This is an optimization exercise on Yosys and OpenROAD, whose aim is small area, a short achievable clock period and few clock cycles per item, not a production implementation. No functional check of the RTL was part of this run.

`flow/run.sh`:
```
#!/bin/bash
# synth_recipe.tcl (not shown) runs the flow's synth.tcl, then flattens the netlist and writes it again
# the make line also repeats each setting of config.mk as NAME=value (left out here)
make -C /OpenROAD-flow-scripts/flow DESIGN_CONFIG=/design/flow/config.mk WORK_HOME=/design/flow/orfs CLKGATE_MAP_FILE= SYNTH_SCRIPT=/design/flow/synth_recipe.tcl finish
```
`flow/config.mk`:
```
export PLATFORM = sky130hd
export DESIGN_NAME = sha256_block_compress
export DESIGN_NICKNAME = sha256_block_compress
export VERILOG_FILES = /design/flow/design.v
export SDC_FILE = /design/flow/constraint.sdc
export NUM_CORES = 4
export LEC_CHECK = 0
export CAP_MARGIN = 20
export CORE_MARGIN = 2
export CORE_UTILIZATION = 40
export SLEW_MARGIN = 20
```
`flow/constraint.sdc`:
```
create_clock -name core_clock -period 9.0 [get_ports {clk}]
set_input_delay 1.8000 -clock core_clock [delete_from_list [all_inputs] [get_ports {clk}]]
set_output_delay 1.8000 -clock core_clock [all_outputs]
set_load 0.01 [all_outputs]
```
`flow/design.v`:
```
package shabc_pkg;
  localparam int WORD_W     = 32;
  localparam int HASH_WORDS = 8;
  localparam int MSG_WORDS  = 16;
  localparam int ROUNDS     = 64;
  localparam int ROUND_W    = $clog2(ROUNDS);
  localparam int MSG_IDX_W  = $clog2(MSG_WORDS);
  localparam int HASH_IDX_W = $clog2(HASH_WORDS);
  localparam logic [MSG_IDX_W-1:0]  LAST_MSG_INDEX  = MSG_IDX_W'(MSG_WORDS - 1);
  localparam logic [HASH_IDX_W-1:0] LAST_HASH_INDEX = HASH_IDX_W'(HASH_WORDS - 1);
  localparam logic [ROUND_W-1:0]    LAST_ROUND      = ROUND_W'(ROUNDS - 1);
  typedef logic [WORD_W-1:0] word_t;
  typedef enum logic {
    CMD_LOAD_HASH = 1'b0,
    CMD_MSG_WORD  = 1'b1
  } command_t;
  typedef enum logic [1:0] {
    ST_IDLE,
    ST_ROUND,
    ST_FINAL,
    ST_OUT
  } state_t;
  typedef struct packed {
    logic                 command;
    logic [3:0]           word_index;
    logic [WORD_W-1:0]    data_word;
  } in_item_t;
  typedef struct packed {
    logic [WORD_W-1:0]    digest_word;
    logic [2:0]           digest_index;
    logic                 last_word;
  } out_item_t;
  typedef struct packed {
    logic                 load;
    logic                 step;
    logic [ROUND_W-1:0]   round;
  } dp_ctrl_t;
  function automatic word_t round_k(input logic [ROUND_W-1:0] r);
    case (r)
      6'd0: round_k = 32'h428A2F98;
      6'd1: round_k = 32'h71374491;
      6'd2: round_k = 32'hB5C0FBCF;
      6'd3: round_k = 32'hE9B5DBA5;
      6'd4: round_k = 32'h3956C25B;
      6'd5: round_k = 32'h59F111F1;
      6'd6: round_k = 32'h923F82A4;
      6'd7: round_k = 32'hAB1C5ED5;
      6'd8: round_k = 32'hD807AA98;
      6'd9: round_k = 32'h12835B01;
      6'd10: round_k = 32'h243185BE;
      6'd11: round_k = 32'h550C7DC3;
      6'd12: round_k = 32'h72BE5D74;
      6'd13: round_k = 32'h80DEB1FE;
      6'd14: round_k = 32'h9BDC06A7;
      6'd15: round_k = 32'hC19BF174;
      6'd16: round_k = 32'hE49B69C1;
      6'd17: round_k = 32'hEFBE4786;
      6'd18: round_k = 32'h0FC19DC6;
      6'd19: round_k = 32'h240CA1CC;
      6'd20: round_k = 32'h2DE92C6F;
      6'd21: round_k = 32'h4A7484AA;
      6'd22: round_k = 32'h5CB0A9DC;
      6'd23: round_k = 32'h76F988DA;
      6'd24: round_k = 32'h983E5152;
      6'd25: round_k = 32'hA831C66D;
      6'd26: round_k = 32'hB00327C8;
      6'd27: round_k = 32'hBF597FC7;
      6'd28: round_k = 32'hC6E00BF3;
      6'd29: round_k = 32'hD5A79147;
      6'd30: round_k = 32'h06CA6351;
      6'd31: round_k = 32'h14292967;
      6'd32: round_k = 32'h27B70A85;
      6'd33: round_k = 32'h2E1B2138;
      6'd34: round_k = 32'h4D2C6DFC;
      6'd35: round_k = 32'h53380D13;
      6'd36: round_k = 32'h650A7354;
      6'd37: round_k = 32'h766A0ABB;
      6'd38: round_k = 32'h81C2C92E;
      6'd39: round_k = 32'h92722C85;
      6'd40: round_k = 32'hA2BFE8A1;
      6'd41: round_k = 32'hA81A664B;
      6'd42: round_k = 32'hC24B8B70;
      6'd43: round_k = 32'hC76C51A3;
      6'd44: round_k = 32'hD192E819;
      6'd45: round_k = 32'hD6990624;
      6'd46: round_k = 32'hF40E3585;
      6'd47: round_k = 32'h106AA070;
      6'd48: round_k = 32'h19A4C116;
      6'd49: round_k = 32'h1E376C08;
      6'd50: round_k = 32'h2748774C;
      6'd51: round_k = 32'h34B0BCB5;
      6'd52: round_k = 32'h391C0CB3;
      6'd53: round_k = 32'h4ED8AA4A;
      6'd54: round_k = 32'h5B9CCA4F;
      6'd55: round_k = 32'h682E6FF3;
      6'd56: round_k = 32'h748F82EE;
      6'd57: round_k = 32'h78A5636F;
      6'd58: round_k = 32'h84C87814;
      6'd59: round_k = 32'h8CC70208;
      6'd60: round_k = 32'h90BEFFFA;
      6'd61: round_k = 32'hA4506CEB;
      6'd62: round_k = 32'hBEF9A3F7;
      6'd63: round_k = 32'hC67178F2;
      default: round_k = '0;
    endcase
  endfunction
endpackage
module shabc_round (
  input  logic                  clk,
  input  shabc_pkg::dp_ctrl_t   ctrl,
  input  logic [shabc_pkg::HASH_WORDS-1:0][shabc_pkg::WORD_W-1:0] hash_in,
  input  logic [shabc_pkg::MSG_WORDS-1:0][shabc_pkg::WORD_W-1:0] block_in,
  output logic [shabc_pkg::HASH_WORDS-1:0][shabc_pkg::WORD_W-1:0] vars
);
  function automatic shabc_pkg::word_t rotr(input shabc_pkg::word_t x, input int n);
    rotr = (x >> n) | (x << (shabc_pkg::WORD_W - n));
  endfunction
  logic [shabc_pkg::HASH_WORDS-1:0][shabc_pkg::WORD_W-1:0] v;
  logic [shabc_pkg::MSG_WORDS-1:0][shabc_pkg::WORD_W-1:0]  w;
  shabc_pkg::word_t s_lo0, s_lo1, s_up0, s_up1, ch, maj, t1, t2, w_new, k;
  always_comb begin
    k     = shabc_pkg::round_k(ctrl.round);
    s_lo0 = rotr(w[1], 7) ^ rotr(w[1], 18) ^ (w[1] >> 3);
    s_lo1 = rotr(w[14], 17) ^ rotr(w[14], 19) ^ (w[14] >> 10);
    w_new = s_lo1 + w[9] + s_lo0 + w[0];
    s_up0 = rotr(v[0], 2) ^ rotr(v[0], 13) ^ rotr(v[0], 22);
    s_up1 = rotr(v[4], 6) ^ rotr(v[4], 11) ^ rotr(v[4], 25);
    ch    = (v[4] & v[5]) ^ (~v[4] & v[6]);
    maj   = (v[0] & v[1]) ^ (v[0] & v[2]) ^ (v[1] & v[2]);
    t1    = v[7] + s_up1 + ch + k + w[0];
    t2    = s_up0 + maj;
  end
  always_ff @(posedge clk) begin
    if (ctrl.load) begin
      v <= hash_in;
      w <= block_in;
    end else if (ctrl.step) begin
      v <= {v[6:4], v[3] + t1, v[2:0], t1 + t2};
      w <= {w_new, w[shabc_pkg::MSG_WORDS-1:1]};
    end
  end
  assign vars = v;
endmodule
module sha256_block_compress (
  input  logic                  clk,
  input  logic                  rst,
  input  logic                  start,
  output logic                  busy,
  input  logic [36:0]           item,
  output logic [35:0]           result,
  output logic                  result_strobe
);
  shabc_pkg::in_item_t  item_s;
  shabc_pkg::out_item_t result_s;
  assign item_s = shabc_pkg::in_item_t'(item);
  assign result = result_s;
  shabc_pkg::state_t   state, state_next;
  logic [shabc_pkg::ROUND_W-1:0] count;
  logic [shabc_pkg::HASH_WORDS-1:0][shabc_pkg::WORD_W-1:0] hash;
  logic [shabc_pkg::HASH_WORDS-1:0][shabc_pkg::WORD_W-1:0] vars;
  logic [shabc_pkg::MSG_WORDS-1:0][shabc_pkg::WORD_W-1:0]  msg, msg_next;
  shabc_pkg::dp_ctrl_t  ctrl;
  logic accept, go, out_last;
  logic [shabc_pkg::HASH_IDX_W-1:0] out_idx;
  assign accept   = start && !busy;
  assign go       = accept && (item_s.command == shabc_pkg::CMD_MSG_WORD)
                    && (item_s.word_index == shabc_pkg::LAST_MSG_INDEX);
  assign out_idx  = count[shabc_pkg::HASH_IDX_W-1:0];
  assign out_last = (out_idx == shabc_pkg::LAST_HASH_INDEX);
  always_comb begin
    msg_next = msg;
    msg_next[item_s.word_index] = item_s.data_word;
  end
  always_comb begin
    state_next = state;
    case (state)
      shabc_pkg::ST_IDLE:  if (go) state_next = shabc_pkg::ST_ROUND;
      shabc_pkg::ST_ROUND: if (count == shabc_pkg::LAST_ROUND) state_next = shabc_pkg::ST_FINAL;
      shabc_pkg::ST_FINAL: state_next = shabc_pkg::ST_OUT;
      shabc_pkg::ST_OUT:   if (out_last) state_next = shabc_pkg::ST_IDLE;
      default:             state_next = shabc_pkg::ST_IDLE;
    endcase
  end
  always_comb begin
    busy       = (state != shabc_pkg::ST_IDLE);
    ctrl.load  = go;
    ctrl.step  = (state == shabc_pkg::ST_ROUND);
    ctrl.round = count;
  end
  always_ff @(posedge clk) begin
    if (rst) begin
      state         <= shabc_pkg::ST_IDLE;
      count         <= '0;
      hash          <= '0;
      result_strobe <= 1'b0;
    end else begin
      state         <= state_next;
      result_strobe <= (state == shabc_pkg::ST_OUT);
      if (state == shabc_pkg::ST_ROUND) begin
        count <= count + 1'b1;
      end else if (state == shabc_pkg::ST_OUT) begin
        count <= out_last ? '0 : count + 1'b1;
      end
      if (accept && item_s.command == shabc_pkg::CMD_LOAD_HASH && !item_s.word_index[3]) begin
        hash[item_s.word_index[shabc_pkg::HASH_IDX_W-1:0]] <= item_s.data_word;
      end else if (state == shabc_pkg::ST_FINAL) begin
        for (int i = 0; i < shabc_pkg::HASH_WORDS; i++) begin
          hash[i] <= hash[i] + vars[i];
        end
      end
    end
  end
  always_ff @(posedge clk) begin
    if (accept && item_s.command == shabc_pkg::CMD_MSG_WORD) begin
      msg <= msg_next;
    end
    if (state == shabc_pkg::ST_OUT) begin
      result_s.digest_word  <= hash[out_idx];
      result_s.digest_index <= out_idx;
      result_s.last_word    <= out_last;
    end
  end
  shabc_round u_round (
    .clk      (clk),
    .ctrl     (ctrl),
    .hash_in  (hash),
    .block_in (msg_next),
    .vars     (vars)
  );
endmodule
```
==> summary.txt <==
-- area by class of cell --
| class | count | area [um^2] |
|---|---|---|
| inverters | 391 | 1470 |
| fillers | 23200 | 134000 |
| flip-flops and latches | 1613 | 45500 |
| clock inverters | 95 | 1250 |
| repair buffers | 355 | 3140 |
| diodes | 18 | 45.0 |
| well taps | 3202 | 4010 |
| clock buffers | 249 | 5050 |
| multi-input cells | 7279 | 48900 |
-- worst max-delay path: cells and delay by family, from the launching register on --
family | cells | cell delay, ns
AO/OA/AOI/OAI | 17 | 4.00
XOR/XNOR | 4 | 0.90
adder cells (fa/ha/maj) | 5 | 2.13
buffers and inverters | 6 | 0.63
flip-flops | 1 | 0.46
AND/OR/NAND/NOR | 1 | 0.23
-- sequential cells by signal, summed over array words and instances, names as in the netlist --
signal / cells
hash: 256
msg: 512
result_strobe: 1
u_round.v: 256
count: 6
state: 2
u_round.w: 512
u_round.k: 32
result_s: 36
-- cells by family (layout without fill, tap and decap cells) --
kind of cell | count (synthesis) | after routing
xor gates and xnor gates | 566 | 566
DFF | 1613 | 1613
AOI/OAI and AO/OA | 2311 | 2311
other | 0 | 18
buffers and inverters | 982 | 1090
adders and majority gates | 600 | 600
and+or+nand+nor | 3290 | 3290
muxes | 512 | 512
-- metrics by stage --
step / worst slack [ns] / util / cells / cell area, um^2
finish: 0.368 / 0.450 / 13200 / 109000
global placement: 0.374 / 0.423 / 12800 / 103000
floorplan: -1.23 / - / 9874 / 97900
CTS: 0.498 / 0.449 / 13200 / 109000
global route: 0.0572 / 0.449 / 13200 / 109000
detailed placement: 0.549 / 0.423 / 12800 / 103000
-- cells in the final DEF (no fill, tap or decap), types with 64 or more instances in the layout --
master              n
a211oi_1          119
a21o_1            215
a21oi_1           665
a22o_1             96
buf_4             255
clkbuf_16         190
clkdlybuf4s50_1    74
dfxtp_1           294
edfxtp_1         1316
fa_1              195
ha_1              398
inv_1             386
mux2_2            379
mux2i_1            69
mux4_2             64
nand2_1          2290
nand2b_1           71
nand3_1            91
nor2_1            435
nor3_1             95
o21a_1             66
o21ai_0           559
o22ai_1            66
xnor2_1           357
xor2_1            206
-- layer usage --
| layer | wire length (um) | global-route usage |
|---|---|---|
| met2 | 203000 | 0.554 |
| met4 | 33100 | 0.220 |
| met1 | 184000 | 0.479 |
| met5 | 112 | 0 |
| met3 | 44900 | 0.0807 |
-- worst min path at each step --
stage / endpoint / cells past startpoint
6_report: u_round.w[391] / 2
5_1_grt: u_round.w[149] / 2
4_1_cts: u_round.w[391] / 2
3_5_place_dp: hash[33] / 2
3_3_place_gp: hash[96] / 2
2_1_floorplan: result_s[3] / 0
==> flow_metrics.tcl <==
set metrics [dict create \
    crit_path_end_kind "register" \
    synth-async-reset-ratio 0 \
    via_per_inst 6.18 \
    root_buffer "clkbuf_16" \
    whs_ns 0.499 \
    insertion_delay_ns 0.88 \
    yosys_warnings 2 \
    fin_crit_sh 0.959 \
    vias 81600 \
    synth_area_leaders "edfxtp_1, nand2_1, dfxtp_1" \
    dpl.hpwl_um 334000 \
    max_stage_delay_ns 0.58 \
    fin_nets 10500 \
    core-area_um2 243000 \
    grt_antenna_before_repair 56 \
    synth_top_family_by_area "compound AO/OA/AOI/OAI gates" \
    grt_pass1_vias 77800 \
    syn2layout_area_growth_pct 11.8 \
    crit_path_frequent_cell "a21oi_1" \
    ys.flop_type "edfxtp_1" \
    startpoint_type "register" \
    numPortBuffers 77 \
    worstSetupPathType "register to register" \
    worstPathMaxFanout 6 \
    die_area_um2 248000 \
    r2r_end "u_round.v[159]" \
    synth_compound_area_frac 0.151 \
    synth-edff-count 1316 \
    first_pass_iters 7 \
    cts_made_buffers 188 \
    arrival_ns 9.21 \
    totalWireLength_um 466000 \
    cts_setup_buffers 0 \
    slew_headroom 0.153 \
    die_y_um 498 \
    die_x_um 498 \
    synth_common_cells "nand2_1, edfxtp_1, a21oi_1" \
    finalCriticalPeriod_ns 8.63 \
    synth_mux_area_frac 0.0654 \
    critPathLaunch "u_round.v[155]" \
    start_util 0.402 \
    rows 181 \
    synth_xor_area_frac 0.0510 \
    drv_cap 0 \
    maxSlewViolCount 0 \
    synth_top_cell_by_area "edfxtp_1" \
    fin_tns_setup_ns 0 \
    ant_nets 0 \
    final-hold-violation-count 0 \
    routedWlPerCell_um 35.3 \
    post_synth_and_or_nand_nor_area_fraction 0.138 \
    reg2reg_slack_ns 0.37 \
    gp_congestion 1.02 \
    ys_seq_area_frac 0.465 \
    path_clk_slew_ns 0.06 \
    ctsHoldBuffers 0 \
    reg2reg_depth 33 \
    drc 0 \
    grt_usage 0.366 \
    grt_max_degree 171 \
    drive_gt1_frac 0.110 \
    syn-num-nets 10500 \
    cts_buffer_depth 3 \
    ctsResizeCount 0 \
    required_ns 9.58 \
    synth_seq_cells 1613 \
    gr-total-overflow 0 \
    synth.most_common_cell "nand2_1" \
    r2r-start "u_round.v[155]" \
    max_freq_mhz 116 \
    cts_tree "done" \
    rsz0062_at_grt "no" \
    syn_avg_cell_area_um2 9.91 \
    syn_inst 9874 \
    tightest_slew_ns 1.27 \
    syn-cell-area_um2 97800 \
    grt_pass1_wl_um 637000 \
    ys_types 97 \
    cp-endpoint "u_round.v[159]" \
    clock_sinks 1613 \
    ios 78 \
    critPathSlowestCell "a311oi_1" \
    synthAdderAreaFrac 0.0916 \
    finClkSkew_ns 0.0521 \
    setup_viol 0 \
    htreeDepth 4 \
    hp-class "register to register" \
    hp-start "u_round.w[423]" \
    status "complete, no violations" \
    synth_top_area_frac 0.404 \
    drtIter0Drc 10900 \
]

==> re-timing with driven ports <==
No port has a modelled driver above. Below, the same layout with a new extraction and two added sets of constraints. Step 1, drivers: a clkbuf_16 drives clk and a buf_2 each remaining input, both assumed. Step 2 times the ports against the registers' clock, not the clock port: input delays grow and output delays shrink by t, the midpoint of the rising clock arrivals with the driver on. Slacks: no drivers / after step 1 / after step 2; pairs: no drivers / after step 1.
t (ns): 0.962
setup WS [ns]: 0.368 / 0.368 / 0.368
clock arrival spread, ns: 0.053 / 0.053
pins driven straight from the clock port: 1
After both steps this run still meets setup and hold. The setup slack of this run moves by 0.000 ns with the drivers and by 0.000 ns with both steps.
